What follows belongs to an exercise in optimizing a design on an open flow for small area, a short achievable clock period and few clock cycles per item; a production flow would make more cautious choices.
No functional check of the RTL was part of any run shown here.
Power is estimated from default activity; no workload was simulated.

`flow/config.mk`:
```
export PLATFORM = sky130hd
export DESIGN_NAME = cvn_top
export DESIGN_NICKNAME = cvn_top
export VERILOG_FILES = /design/flow/design.v
export SDC_FILE = /design/flow/constraint.sdc
export NUM_CORES = 4
export LEC_CHECK = 0
export CAP_MARGIN = 20
export CORE_MARGIN = 2
export CORE_UTILIZATION = 40
export PLACE_DENSITY = 0.6
export SLEW_MARGIN = 20
```
`flow/constraint.sdc`:
```
create_clock -name core_clock -period 11.0 [get_ports {clk}]
set_input_delay 2.2000 -clock core_clock [delete_from_list [all_inputs] [get_ports {clk}]]
set_output_delay 2.2000 -clock core_clock [all_outputs]
set_load 0.01 [all_outputs]
```
`flow/design.v`:
```
module cvn_top #(
	parameter int SAMPLE_WIDTH = 24
) (
	input  logic                    clk,
	input  logic                    arst_n,
	input  logic                    psel,
	input  logic                    penable,
	input  logic                    pwrite,
	input  logic [1:0]              paddr,
	input  logic [31:0]             pwdata,
	output logic [31:0]             prdata,
	output logic                    pready,
	input  logic                    cmd_valid,
	output logic                    cmd_ready,
	input  logic [1:0]              cmd_opcode,
	input  logic [SAMPLE_WIDTH-1:0] cmd_re,
	input  logic [SAMPLE_WIDTH-1:0] cmd_im,
	output logic                    rsp_valid,
	input  logic                    rsp_ready,
	output logic                    rsp_kind,
	output logic [SAMPLE_WIDTH-1:0] rsp_re,
	output logic [SAMPLE_WIDTH-1:0] rsp_im,
	output logic [31:0]             rsp_norm,
	output logic                    rsp_zero,
	output logic                    rsp_sat
);
	localparam logic [1:0] OP_ACCUM  = 2'd0;
	localparam logic [1:0] OP_FINISH = 2'd1;
	localparam logic [1:0] OP_SCALE  = 2'd2;
	localparam logic [31:0] ONE_Q24  = 32'h0100_0000;
	localparam int I_IDLE = 0;   
	localparam int I_P1 = 1;   
	localparam int I_P2 = 2;   
	localparam int I_F0 = 3;   
	localparam int I_F1 = 4;   
	localparam int I_F2 = 5;   
	localparam int I_F3 = 6;   
	localparam int I_F4 = 7;   
	localparam int I_SQ = 8;   
	localparam int I_DV0 = 9;   
	localparam int I_DV = 10;  
	localparam logic [10:0] S_IDLE = 11'd1 << I_IDLE;
	localparam logic [10:0] S_P1 = 11'd1 << I_P1;
	localparam logic [10:0] S_P2 = 11'd1 << I_P2;
	localparam logic [10:0] S_F0 = 11'd1 << I_F0;
	localparam logic [10:0] S_F1 = 11'd1 << I_F1;
	localparam logic [10:0] S_F2 = 11'd1 << I_F2;
	localparam logic [10:0] S_F3 = 11'd1 << I_F3;
	localparam logic [10:0] S_F4 = 11'd1 << I_F4;
	localparam logic [10:0] S_SQ = 11'd1 << I_SQ;
	localparam logic [10:0] S_DV0 = 11'd1 << I_DV0;
	localparam logic [10:0] S_DV = 11'd1 << I_DV;
	localparam logic [1:0] K_ACC = 2'd0;
	localparam logic [1:0] K_SCL = 2'd1;
	localparam logic [1:0] K_FIN = 2'd2;
	logic [10:0] state_q;   
	logic        rdy_q;
	logic [31:0] grid_q;
	logic [63:0] sum_q;
	logic [31:0] recip_q;
	logic        addr0_q;
	logic [1:0]  op_q;
	logic [23:0] re_mag_q, im_mag_q;
	logic        re_neg_q, im_neg_q;
	logic [4:0]  cnt_q;
	logic [31:0] rem_q;
	logic [28:0] root_q;
	logic        s2_valid_q;
	logic [1:0]  s2_kind_q;
	logic        s2_second_q;
	logic        s2_neg_q;
	logic [1:0]  s2_pass_q;
	logic [43:0] m_lo_q, m_hi_q;
	logic [23:0] pend_re_q;
	logic        pend_sat_q;
	logic        out_valid_q;
	logic        out_kind_q;
	logic [23:0] out_re_q, out_im_q;
	logic        out_zero_q, out_sat_q;
	logic cfg_write;
	assign cfg_write = psel && penable && pwrite && (paddr == 2'd0);
	assign pready    = 1'b1;
	assign prdata    = addr0_q ? grid_q : 32'd0;
	logic accept, out_free, stall;
	assign cmd_ready = rdy_q;
	assign accept    = cmd_valid && rdy_q;
	assign out_free  = !out_valid_q || rsp_ready;
	assign stall     = s2_valid_q && (s2_kind_q == K_SCL) && s2_second_q && !out_free;
	logic [23:0] in_re, in_im;
	assign in_re = cmd_re[23] ? (24'd0 - cmd_re) : cmd_re;
	assign in_im = cmd_im[23] ? (24'd0 - cmd_im) : cmd_im;
	logic        sa_re_q, sa_im_q, sa_c0_q, sa_c1_q, sa_c2_q;
	logic        sb_re_q, sb_im_q, sb_rc_q, sb_gr_q;
	logic [23:0] mul_a;
	logic [31:0] mul_b;
	assign mul_a = ({24{sa_re_q}} & re_mag_q) | ({24{sa_im_q}} & im_mag_q) |
		({24{sa_c0_q}} & sum_q[23:0]) | ({24{sa_c1_q}} & sum_q[47:24]) |
		({24{sa_c2_q}} & {8'd0, sum_q[63:48]});
	assign mul_b = ({32{sb_re_q}} & {8'd0, re_mag_q}) | ({32{sb_im_q}} & {8'd0, im_mag_q}) |
		({32{sb_rc_q}} & recip_q) | ({32{sb_gr_q}} & grid_q);
	logic [43:0] m_lo, m_hi;
	assign m_lo = mul_a[11:0] * mul_b;
	assign m_hi = mul_a[23:12] * mul_b;
	logic [63:0] addend;
	logic [64:0] total;
	always_comb begin
		case (s2_kind_q)
			K_ACC:   addend = sum_q;
			K_SCL:   addend = s2_neg_q ? 64'hFFFF_FFFF_FF80_0000 : 64'h0000_0000_0080_0000;
			default: addend = (s2_pass_q == 2'd0) ? 64'd0 : {32'd0, rem_q};
		endcase
	end
	assign total = {1'b0, addend} + {21'd0, m_lo_q} + {9'd0, m_hi_q, 12'd0};
	logic        scl_sat;
	logic [23:0] scl_val, scl_res;
	assign scl_sat = !total[63] && (total[62:47] != '0);
	assign scl_val = scl_sat ? 24'h7F_FFFF : total[47:24];
	assign scl_res = s2_neg_q ? ~scl_val : scl_val;
	logic s2_go;
	assign s2_go = s2_valid_q && !stall;
	function automatic logic [33:0] rstep(input logic sq, input logic [31:0] r,
			input logic [28:0] q, input logic [1:0] d);
		logic [31:0] a, b;
		logic [32:0] df;
		logic        ge;
		a  = sq ? {r[29:0], d} : {r[30:0], 1'b0};
		b  = sq ? {1'b0, q, 2'b01} : {3'd0, q};
		df = {1'b0, a} - {1'b0, b};
		ge = !df[32];
		rstep = {ge, 1'b0, ge ? df[31:0] : a};
	endfunction
	logic        mode_sq;
	logic [33:0] st1, st2;
	logic [28:0] q1, q2;
	assign mode_sq = state_q[I_SQ];
	assign st1 = rstep(mode_sq, rem_q, root_q, sum_q[59:58]);
	assign q1  = mode_sq ? {root_q[27:0], st1[33]} : root_q;
	assign st2 = rstep(mode_sq, st1[31:0], q1, sum_q[57:56]);
	assign q2  = mode_sq ? {q1[27:0], st2[33]} : q1;
	logic sq_zero, sq_skip;
	assign sq_zero = (root_q == '0) && (sum_q[59:0] == '0);
	assign sq_skip = (root_q == '0) && (sum_q[59:44] == '0) && (cnt_q >= 5'd4);
	logic        root_small;
	logic [31:0] dv_rem;
	logic [4:0]  dv_cnt;
	always_comb begin
		dv_rem = '0;
		dv_cnt = '0;
		for (int p = 6; p <= 26; p += 2) begin
			if ((root_q[p+1] || root_q[p+2]) && ((root_q >> (p + 3)) == '0)) begin
				dv_rem = 32'd1 << p;
				dv_cnt = 5'((40 - p) / 2);
			end
		end
	end
	assign root_small = (root_q[28:9] == '0) && !(root_q[8] && (root_q[7:0] != '0));
	logic [10:0] state_nx;
	logic       rdy_nx;
	logic       issue;
	logic       fin_write, fin_zero, fin_sat;
	logic [10:0] acc_state;
	always_comb begin
		case (cmd_opcode)
			OP_ACCUM, OP_SCALE: acc_state = S_P1;
			OP_FINISH:          acc_state = S_F0;
			default:            acc_state = S_IDLE;
		endcase
	end
	always_comb begin
		state_nx  = state_q;
		issue     = 1'b0;
		fin_write = 1'b0;
		fin_zero  = 1'b0;
		fin_sat   = 1'b0;
		case (1'b1)
			state_q[I_IDLE]: begin
				if (accept) state_nx = acc_state;
			end
			state_q[I_P1]: begin
				if (!stall) begin
					issue    = 1'b1;
					state_nx = S_P2;
				end
			end
			state_q[I_P2]: begin
				issue    = 1'b1;
				state_nx = accept ? acc_state : S_IDLE;
			end
			state_q[I_F0]: state_nx = S_F1;
			state_q[I_F1]: begin
				if (!s2_valid_q && out_free) begin
					if (sum_q == '0) begin
						fin_write = 1'b1;
						fin_zero  = 1'b1;
						state_nx  = S_IDLE;
					end else begin
						issue    = 1'b1;
						state_nx = S_F2;
					end
				end
			end
			state_q[I_F2]: begin
				issue    = 1'b1;
				state_nx = S_F3;
			end
			state_q[I_F3]: begin
				issue    = 1'b1;
				state_nx = S_F4;
			end
			state_q[I_F4]: state_nx = S_SQ;
			state_q[I_SQ]: begin
				if (sq_zero || (!sq_skip && cnt_q == 5'd1)) state_nx = S_DV0;
			end
			state_q[I_DV0]: begin
				if (root_small) begin
					fin_write = 1'b1;
					fin_sat   = 1'b1;
					state_nx  = S_IDLE;
				end else begin
					state_nx = S_DV;
				end
			end
			state_q[I_DV]: begin
				if (cnt_q == 5'd1) begin
					fin_write = 1'b1;
					state_nx  = accept ? acc_state : S_IDLE;
				end
			end
			default: state_nx = S_IDLE;
		endcase
	end
	logic [4:0] cnt_nx;
	logic [1:0] op_nx;
	assign op_nx = accept ? cmd_opcode : op_q;
	always_comb begin
		cnt_nx = cnt_q;
		case (1'b1)
			state_q[I_F4]:  cnt_nx = 5'd15;
			state_q[I_SQ]:  cnt_nx = sq_skip ? cnt_q - 5'd4 : cnt_q - 5'd1;
			state_q[I_DV0]: cnt_nx = dv_cnt;
			state_q[I_DV]:  cnt_nx = cnt_q - 5'd1;
			default: ;
		endcase
	end
	assign rdy_nx = state_nx[I_IDLE] || state_nx[I_P2] ||
		(state_nx[I_DV] && (cnt_nx == 5'd1));
	always_ff @(posedge clk or negedge arst_n) begin
		if (!arst_n) begin
			state_q     <= S_IDLE;
			rdy_q       <= 1'b1;
			grid_q      <= ONE_Q24;
			sum_q       <= '0;
			recip_q     <= ONE_Q24;
			s2_valid_q  <= 1'b0;
			out_valid_q <= 1'b0;
		end else begin
			state_q <= state_nx;
			rdy_q   <= rdy_nx;
			if (cfg_write) grid_q <= pwdata;
			if (!stall) s2_valid_q <= issue;
			if (fin_write || (s2_go && s2_kind_q == K_SCL && s2_second_q)) begin
				out_valid_q <= 1'b1;
			end else if (rsp_ready) begin
				out_valid_q <= 1'b0;
			end
			if (s2_go && s2_kind_q == K_ACC) begin
				sum_q <= total[64] ? '1 : total[63:0];
			end else if (s2_go && s2_kind_q == K_FIN && s2_pass_q == 2'd1) begin
				sum_q[9:0] <= total[23:14];
			end else if (s2_go && s2_kind_q == K_FIN && s2_pass_q == 2'd2) begin
				sum_q <= {6'd0, total[47:0], sum_q[9:0]};
			end else if (state_q[I_SQ]) begin
				sum_q <= sq_skip ? {4'd0, sum_q[43:0], 16'd0} : {4'd0, sum_q[55:0], 4'd0};
			end
			if (fin_write && fin_zero) begin
				recip_q <= ONE_Q24;
			end else if (fin_write && fin_sat) begin
				recip_q <= 32'hFFFF_FFFF;
			end else if (state_q[I_DV0]) begin
				recip_q <= '0;
			end else if (state_q[I_DV]) begin
				recip_q <= {recip_q[29:0], st1[33], st2[33]};
			end
		end
	end
	always_ff @(posedge clk) begin
		addr0_q <= (paddr == 2'd0);
		if (accept) begin
			op_q     <= cmd_opcode;
			re_mag_q <= in_re;
			im_mag_q <= in_im;
			re_neg_q <= cmd_re[23];
			im_neg_q <= cmd_im[23];
		end
		if (!stall) begin
			m_lo_q      <= m_lo;
			m_hi_q      <= m_hi;
			s2_kind_q   <= (state_q[I_P1] || state_q[I_P2]) ?
				((op_q == OP_SCALE) ? K_SCL : K_ACC) : K_FIN;
			s2_second_q <= state_q[I_P2];
			s2_neg_q    <= state_q[I_P1] ? re_neg_q : im_neg_q;
			s2_pass_q   <= state_q[I_F1] ? 2'd0 : (state_q[I_F2] ? 2'd1 : 2'd2);
		end
		cnt_q <= cnt_nx;
		sa_re_q <= state_nx[I_P1];
		sa_im_q <= state_nx[I_P2];
		sa_c0_q <= state_nx[I_F1];
		sa_c1_q <= state_nx[I_F2];
		sa_c2_q <= state_nx[I_F3];
		sb_re_q <= state_nx[I_P1] && !op_nx[1];
		sb_im_q <= state_nx[I_P2] && !op_nx[1];
		sb_rc_q <= (state_nx[I_P1] || state_nx[I_P2]) && op_nx[1];
		sb_gr_q <= state_nx[I_F1] || state_nx[I_F2] || state_nx[I_F3];
		if (state_q[I_F4]) begin
			rem_q <= '0;
		end else if (s2_go && s2_kind_q == K_FIN) begin
			rem_q <= total[55:24];
		end else if (state_q[I_SQ]) begin
			rem_q <= sq_skip ? rem_q : st2[31:0];
		end else if (state_q[I_DV0]) begin
			rem_q <= dv_rem;
		end else if (state_q[I_DV]) begin
			rem_q <= st2[31:0];
		end
		if (state_q[I_F1] && !s2_valid_q && out_free) begin
			root_q <= '0;
		end else if (state_q[I_SQ] && !sq_skip) begin
			root_q <= q2;
		end
		if (s2_go && s2_kind_q == K_SCL && !s2_second_q) begin
			pend_re_q  <= scl_res;
			pend_sat_q <= scl_sat;
		end
		if (s2_go && s2_kind_q == K_SCL && s2_second_q) begin
			out_kind_q <= 1'b0;
			out_re_q   <= pend_re_q;
			out_im_q   <= scl_res;
			out_zero_q <= 1'b0;
			out_sat_q  <= pend_sat_q | scl_sat;
		end else if (fin_write) begin
			out_kind_q <= 1'b1;
			out_re_q   <= '0;
			out_im_q   <= '0;
			out_zero_q <= fin_zero;
			out_sat_q  <= fin_sat;
		end
	end
	assign rsp_valid = out_valid_q;
	assign rsp_kind  = out_kind_q;
	assign rsp_re    = out_re_q;
	assign rsp_im    = out_im_q;
	assign rsp_norm  = out_kind_q ? {3'd0, root_q} : 32'd0;
	assign rsp_zero  = out_zero_q;
	assign rsp_sat   = out_sat_q;
endmodule
```
`flow/run.sh`:
```
#!/bin/bash
# synth_recipe.tcl (not shown) runs the flow's synth.tcl, then flattens the netlist and writes it again
# the make line also repeats each setting of config.mk as NAME=value (left out here)
make -C /OpenROAD-flow-scripts/flow DESIGN_CONFIG=/design/flow/config.mk WORK_HOME=/design/flow/orfs CLKGATE_MAP_FILE= SYNTH_SCRIPT=/design/flow/synth_recipe.tcl finish
```
==> results.py, run 1 <==
metrics = {
    "routing": {
        "drc": 0,
        "route.final.wire_length_mm": 195,
        "ant_nets": 0,
        "via_per_inst": 5.78,
        "vias": 46000,
        "drtIter0Drc": 4733,
        "wire_per_inst_microns": 24.5,
        "drt_pass1_iterations": 8,
    },
    "logic_synthesis": {
        "yosysMostFrequentCell": "nand2_1",
        "async_flop_share": 0.323,
        "synth_cell_type_count": 89,
        "synth_area_per_cell_sq_um": 8.74,
        "synth_ff_type": "edfxtp_1",
        "ys_seq_elements": 440,
        "yosys-top-cells-area": "fa_1 24%, edfxtp_1 12%, ha_1 7.3%",
        "synth_top_area_share": 0.238,
        "synthTopCellsByCount": "867 x nand2_1, 794 x inv_1, 635 x fa_1",
        "synth_edf_count": 219,
        "netlist_instances": 6111,
        "synth_top_area_cell": "fa_1",
        "synth.cell_area_sq_um": 53400,
        "yosys_warnings": 1,
        "ys_seq_area_frac": 0.219,
    },
    "clock_tree": {
        "clk_pin_slew_worst_paths_ns": 0.07,
        "post-cts-setup-buffer-count": 0,
        "clkSinkCount": 440,
        "hold_buffers": 0,
        "cts_resized": 0,
        "cts-root-buf": "clkbuf_16",
        "htree_levels": 2,
        "cts.path.max_buffers": 3,
        "cts_tree": "built",
        "insertion_delay_ns": 0.67,
        "cts_buffers": 53,
    },
    "global_routing": {
        "grt_remaining_overflow": 0,
        "grt_pass1_wl_mm": 294,
        "grt_max_degree": 88,
        "antenna_found_initial": 14,
        "grt.total_usage": 0.285,
        "first_global_vias": 46000,
    },
    "power_and_ir_drop": {
        "ir_worst_vdd_v": 0.000280,
        "powerDensity_nw_per_um2": 314,
        "p_leak_nw": 27.1,
    },
    "worst_hold_path": {
        "whs_endpoint": "out_zero_q$_SDFFE_PP0P_",
        "hold_class": "reg -> reg",
        "hp-start": "out_zero_q$_SDFFE_PP0P_",
        "min_path_cells": 2,
    },
    "floorplanning": {
        "start_util": 0.402,
        "die_area_sq_um": 136000,
        "die_w_microns": 369,
        "core_sq_um": 133000,
        "die_height_microns": 369,
        "rows": 134,
        "ios": 209,
    },
    "placement": {
        "port_buffers": 204,
        "placedCellCount": 7861,
        "hpwl_mm": 154,
        "routabilityCongestion": 0.962,
    },
    "cells_and_area": {
        "stdcell_count": 7963,
        "area_delta_synth_final_pct": 10.7,
        "utilization": 0.445,
        "drive_gt1_frac": 0.0520,
        "nets": 7186,
    },
    "setup_path": {
        "timing.rr.end": "rem_q[10]$_SDFFE_PP0P_",
        "cp.arrival_ns": 9.98,
        "slowest_delay_ns": 1.05,
        "crit_type": "reg -> reg",
        "path_common_cell": "o21ai_0",
        "crit_family": "compound AO/OA/AOI/OAI gates",
        "worst-path-buf-inv": 0,
        "crit_fanout": 87,
        "r2r-start": "state_q[8]$_DFFE_PN0P_",
        "cpMaxStageDelayCell": "dfrtp_4",
        "crit_required_ns": 11.55,
        "timing.reg2reg.worst_path_depth": 27,
        "reg2reg_slack_ns": 1.57,
        "cp-end-kind": "flip-flop",
        "worst_setup_path_start_kind": "flip-flop",
    },
    "timing": {
        "drv_slew": 0,
        "fin_setup_tns_ns": 0,
        "post-route-min-period_ns": 9.43,
        "fin_crit_sh": 0.857,
        "fmax_mhz": 106,
        "clock_skew_ns": 0.0382,
        "tightest_slew_ns": 1.24,
        "hold_viol_final": 0,
        "finalSetupViolCount": 0,
        "whs_ns": 0.455,
        "rsz0062_at_grt": "no",
        "slew_headroom": 0.166,
    },
    "flow_run": {
        "max-cap-violations": 0,
    },
    "run_status": {
        "status": "finished clean",
    },
}
==> worst max path at each step <==
stage | from | to | cells after the start
3_5_place_dp | state_q[8]$_DFFE_PN0P_ | rem_q[10]$_SDFFE_PP0P_ | 26
6_report | state_q[8]$_DFFE_PN0P_ | rem_q[10]$_SDFFE_PP0P_ | 27
4_1_cts | state_q[8]$_DFFE_PN0P_ | rem_q[10]$_SDFFE_PP0P_ | 26
2_1_floorplan | state_q[8]$_DFFE_PN0P_ | rem_q[24]$_SDFFE_PP0P_ | 37
5_1_grt | state_q[8]$_DFFE_PN0P_ | rem_q[10]$_SDFFE_PP0P_ | 27
3_3_place_gp | state_q[8]$_DFFE_PN0P_ | rem_q[10]$_SDFFE_PP0P_ | 26
==> state kept, by name, indices dropped and copies added (netlist names), 2 cells and up <==
| register | count |
|---|---|
| sum_q | 64 |
| m_hi_q | 44 |
| m_lo_q | 44 |
| grid_q | 32 |
| recip_q | 32 |
| rem_q | 32 |
| root_q | 29 |
| im_mag_q | 24 |
| out_im_q | 24 |
| out_re_q | 24 |
| pend_re_q | 24 |
| re_mag_q | 24 |
| state_q | 11 |
| cnt_q | 5 |
| op_q | 2 |
| s2_kind_q | 2 |
| s2_pass_q | 2 |
==> layer usage <==
metal	vias up	global-route usage	part of all wire
li1	20500	-	-
met1	22800	0.370	0.41
met2	2109	0.448	0.44
met3	496	0.0602	0.085
met4	18	0.144	0.059
met5	-	0	0.00068
==> per-stage QoR <==
step                      worst slack [ns]  total power, W  area, sq um
after floorplan                       2.47          0.0118        53400
after global placement                1.62          0.0162        57300
after detailed placement              1.40          0.0163        57300
after CTS                             1.36          0.0182        59100
after global routing                  1.16          0.0198        59100
final                                 1.57          0.0186        59100
==> layout by cell type, fill, tap and decap left out, types with 44 or more instances in the layout <==
master	count
and3_1	49
dfrtp_1	136
dfxtp_1	79
clkdlybuf4s50_1	203
inv_1	793
mux2i_1	88
a21oi_1	400
o21a_1	62
o21ai_0	173
mux2_2	64
nand2_1	863
and2_1	117
fa_1	635
nor2b_1	61
ha_1	311
nor3_1	44
buf_4	117
clkbuf_16	53
nor2_1	474
nand2b_1	55
xnor2_1	182
a21o_1	127
nand3_1	78
edfxtp_1	219
a22oi_1	104
==> where the power goes <==
part	total, W	leakage [nW]	internal, W	switching [W]
logic	0.0137	21.5	0.00481	0.00885
clock network	0.00186	0.874	0.00106	0.000801
registers	0.00304	4.80	0.00227	0.000779
==> worst reg2reg max path: stages (launching register included) <==
cell	delay, ns
dfrtp_4	1.05
mux2_2	0.46
ha_1	0.35
nor2b_1	0.18
o21ai_0	0.16
a21oi_1	0.35
o31a_1	0.25
a21oi_1	0.17
nor4_1	0.64
nor3_1	0.25
o31ai_4	0.49
nand2_1	0.17
o21ai_0	0.11
o21ai_0	0.13
ha_1	0.38
nor2b_1	0.16
o21ai_0	0.24
a21boi_0	0.25
o211a_1	0.30
o21ai_0	0.31
a21oi_1	0.19
o21ai_0	0.62
o211ai_1	0.23
and3_1	0.23
nor2_1	0.36
and2_1	0.71
o21ai_0	0.25
a221o_1	0.33
==> kinds of logic (layout without fill, tap and decap cells) <==
logic type | Yosys count | in the layout | synth area share
compound gates | 1303 | 1303 | 0.161
xor+xnor | 223 | 223 | 0.0366
fa+ha+maj | 946 | 946 | 0.311
buf+inv | 1135 | 1215 | 0.0804
flops | 440 | 440 | 0.219
mux | 159 | 159 | 0.0329
other cells | 2 | 6 | 0.000141
simple gates | 1903 | 1903 | 0.159
==> final cells by class <==
class,instances,area [sq um]
sequential,440,11700
antenna,2,5.00
clock inverter,39,442
tap,1768,2210
timing repair buffer,321,2920
clock buffer,60,1350
fill,13100,73800
multi-input combinational,4538,37500
inverter,795,2980
==> run 2: changes to the inputs <==
--- a/flow/config.mk
+++ b/flow/config.mk
@@ -5,8 +5,10 @@
 export SDC_FILE = /design/flow/constraint.sdc
 export NUM_CORES = 4
 export LEC_CHECK = 0
+export ABC_CLOCK_PERIOD_IN_PS = 5000
 export CAP_MARGIN = 20
 export CORE_MARGIN = 2
 export CORE_UTILIZATION = 40
 export PLACE_DENSITY = 0.6
+export SETUP_SLACK_MARGIN = 4
 export SLEW_MARGIN = 20
==> results.py, run 2 <==
metrics = {
    "run_status": {
        "status": "finished clean",
    },
    "logic_synthesis": {
        "synth_area_per_cell_sq_um": 8.74,
        "yosys-top-cells-area": "fa_1 24%, edfxtp_1 12%, ha_1 7.3%",
        "yosysMostFrequentCell": "nand2_1",
        "synth_top_area_share": 0.238,
        "synth_edf_count": 219,
        "synth.cell_area_sq_um": 53400,
        "synth_top_area_cell": "fa_1",
        "ys_seq_elements": 440,
        "yosys_warnings": 1,
        "async_flop_share": 0.323,
        "synthTopCellsByCount": "867 x nand2_1, 794 x inv_1, 635 x fa_1",
        "ys_seq_area_frac": 0.219,
        "synth_ff_type": "edfxtp_1",
        "synth_cell_type_count": 89,
        "netlist_instances": 6111,
    },
    "cells_and_area": {
        "final_common_cell": "nand2_1",
        "largest_reg_flops": 64,
        "nets": 7334,
        "regMostFlops": "sum_q",
        "final_cell_mix": "831 x nand2_1, 782 x inv_1, 629 x fa_1, 467 x nor2_1, 378 x a21oi_1",
        "top_regs": "sum_q (64), m_hi_q (44), m_lo_q (44)",
        "area_delta_synth_final_pct": 17.1,
        "drive_gt1_frac": 0.116,
    },
    "global_routing": {
        "grt_remaining_overflow": 0,
        "antenna_found_initial": 13,
        "grt_pass1_wl_mm": 302,
        "grt.total_usage": 0.293,
        "grt_max_degree": 77,
        "first_global_vias": 46500,
    },
    "timing": {
        "slew_headroom": 0.187,
        "clock_skew_ns": 0.0331,
        "post-route-min-period_ns": 7.07,
        "fin_ws_ns": 3.93,
        "fin_crit_sh": 0.643,
        "rsz0062_at_grt": "yes",
        "finalSetupViolCount": 0,
        "hold_viol_final": 0,
        "fmax_mhz": 141,
        "drv_slew": 0,
        "tightest_slew_ns": 1.21,
        "fin_setup_tns_ns": 0,
    },
    "placement": {
        "routabilityCongestion": 0.998,
        "port_buffers": 204,
        "hpwl_mm": 155,
        "dpl_worst_slack_ns": 2.22,
    },
    "setup_path": {
        "crit_type": "reg -> reg",
        "crit_family": "adder cells",
        "worst-path-buf-inv": 6,
        "cp.arrival_ns": 7.47,
        "worst_setup_path_start_kind": "flip-flop",
        "timing.reg2reg.worst_path_depth": 26,
        "reg2reg_slack_ns": 3.93,
        "path_common_cell": "fa_1",
        "crit_required_ns": 11.40,
        "cp-end-kind": "flip-flop",
        "slowest_delay_ns": 0.59,
        "r2r-start": "sum_q[32]$_DFFE_PN0P_",
        "crit_fanout": 7,
        "timing.rr.end": "m_lo_q[42]$_DFFE_PN_",
        "cpMaxStageDelayCell": "fa_1",
    },
    "power_and_ir_drop": {
        "p_leak_nw": 28.4,
        "powerDensity_nw_per_um2": 329,
        "ir_worst_vdd_v": 0.000427,
    },
    "floorplanning": {
        "core_sq_um": 133000,
        "die_area_sq_um": 136000,
        "start_util": 0.402,
        "die_w_microns": 369,
        "rows": 134,
        "die_height_microns": 369,
        "ios": 209,
    },
    "routing": {
        "drtIter0Drc": 4918,
        "route.final.wire_length_mm": 205,
        "via_per_inst": 5.82,
        "wire_per_inst_microns": 25.3,
        "drt_pass1_iterations": 9,
        "vias": 47200,
        "ant_nets": 0,
        "drc": 0,
    },
    "clock_tree": {
        "hold_buffers": 0,
        "clkSinkCount": 440,
        "clk_pin_slew_worst_paths_ns": 0.07,
        "cts-root-buf": "clkbuf_16",
        "htree_levels": 2,
        "cts_tree": "built",
        "cts_buffers": 51,
        "insertion_delay_ns": 0.66,
        "cts.path.max_buffers": 3,
    },
    "worst_hold_path": {
        "hold_class": "reg -> reg",
        "min_path_cells": 2,
        "whs_endpoint": "out_zero_q$_SDFFE_PP0P_",
        "hp-start": "out_zero_q$_SDFFE_PP0P_",
    },
    "flow_run": {
        "max-cap-violations": 0,
    },
}
## run 2: changes by cell type in the layout (fill, tap and decap cells not counted), sizes merged, moves of 3 or more
cell / delta
buf: +128
bufbuf: +8
bufinv: +3
clkinvlp: +4
diode: +3
inv: -6
nand2: +3
## run 2: layout make-up
type                       instances  area (sq um)
fill                           12800         70400
tap                             1768          2210
clock buffer                      53          1310
antenna                            5          12.5
inverter                         795          2990
sequential                       440         11800
multi-input combinational       4543         38800
clock inverter                    40           543
timing repair buffer             466          4840
## run 2: metal layers
layer	GRT usage	vias to the layer above	wire length (microns)
met2	0.457	2393	90300
met3	0.0599	597	19300
met5	0.00107	-	132
met4	0.145	12	13000
met1	0.387	23400	82200
li1	-	20800	-
## run 2: logic make-up after synthesis
logic type | after synthesis | synth area share
compound gates | 1303 | 0.161
fa+ha+maj | 946 | 0.311
simple gates | 1903 | 0.159
xor+xnor | 223 | 0.0366
mux | 159 | 0.0329
buf+inv | 1135 | 0.0804
other cells | 2 | 0.000141
flops | 440 | 0.219
## run 2: stage by stage
step	total power (W)	util	hold WS, ns	instance area [sq um]	cells
floorplan	0.0119	-	0.423	53500	6113
global placement	0.0163	0.430	0.444	57200	7846
detailed placement	0.0163	0.430	0.451	57200	7846
CTS	0.0191	0.459	0.459	61000	8028
global route	0.0217	0.470	0.478	62500	8106
finish	0.0205	0.470	0.454	62500	8110
## run 2: worst register-to-register path: cells and delay by family (launching register included)
family                   cells  cell delay, ns
XOR/XNOR                     1            0.08
flip-flops                   1            0.53
AND/OR/NAND/NOR              2            0.43
AO/OA/AOI/OAI               11            2.44
adder cells (fa/ha/maj)      6            2.78
buffers and inverters        6            0.59
## run 2: power breakdown
group          switching (W)  internal, W
registers           0.000801      0.00228
logic                0.00965      0.00590
clock network       0.000804      0.00111
## run 2: what timing repair did
item                                    4_1_cts  5_1_grt
resized for setup                           262      186
buffers inserted                             78       68
cloned                                       11        9
pin swaps                                    49      123
endpoints found under the setup margin      138      109
## run 2: worst max path at each step
stage	from	slack, ns	cells past startpoint	endpoint
after global routing	sb_re_q$_DFF_P_	3.77	25	m_hi_q[42]$_DFFE_PN_
after global placement	state_q[8]$_DFFE_PN0P_	2.34	29	rem_q[10]$_SDFFE_PP0P_
after floorplan	state_q[8]$_DFFE_PN0P_	4.01	37	rem_q[12]$_SDFFE_PP0P_
final	sum_q[32]$_DFFE_PN0P_	3.93	26	m_lo_q[42]$_DFFE_PN_
after detailed placement	state_q[8]$_DFFE_PN0P_	2.22	30	rem_q[24]$_SDFFE_PP0P_
after CTS	state_q[8]$_DFFE_PN0P_	3.94	31	rem_q[24]$_SDFFE_PP0P_

[what the ideal ports hide]
The results above use ideal ports. As a check the final layouts listed here were re-extracted and re-timed, cells and wires unchanged.
Step 1 (the two cells are an assumption about what drives the block):
set clk [get_ports {clk}]
set_driving_cell -lib_cell sky130_fd_sc_hd__clkbuf_16 $clk
set_driving_cell -lib_cell sky130_fd_sc_hd__buf_2 [delete_from_list [all_inputs] $clk]
Step 2 adds t to the input delays and takes it off the output delays; t is the mean of the earliest and latest rising clock arrival at the registers after step 1. Input paths then give back, and output paths get back, about the clock's delay inside the block.
Three values: no drivers, after step 1, after step 2; two values: the first two.
run | t, ns | slack for setup (ns) | worst slew at a driven data input, ns
run 1 | 0.718 | 1.574 / 1.574 / 1.574 | 0.10
run 2 | 0.712 | 3.930 / 3.930 / 3.930 | 0.09
After both steps setup and hold are still met in every run listed.
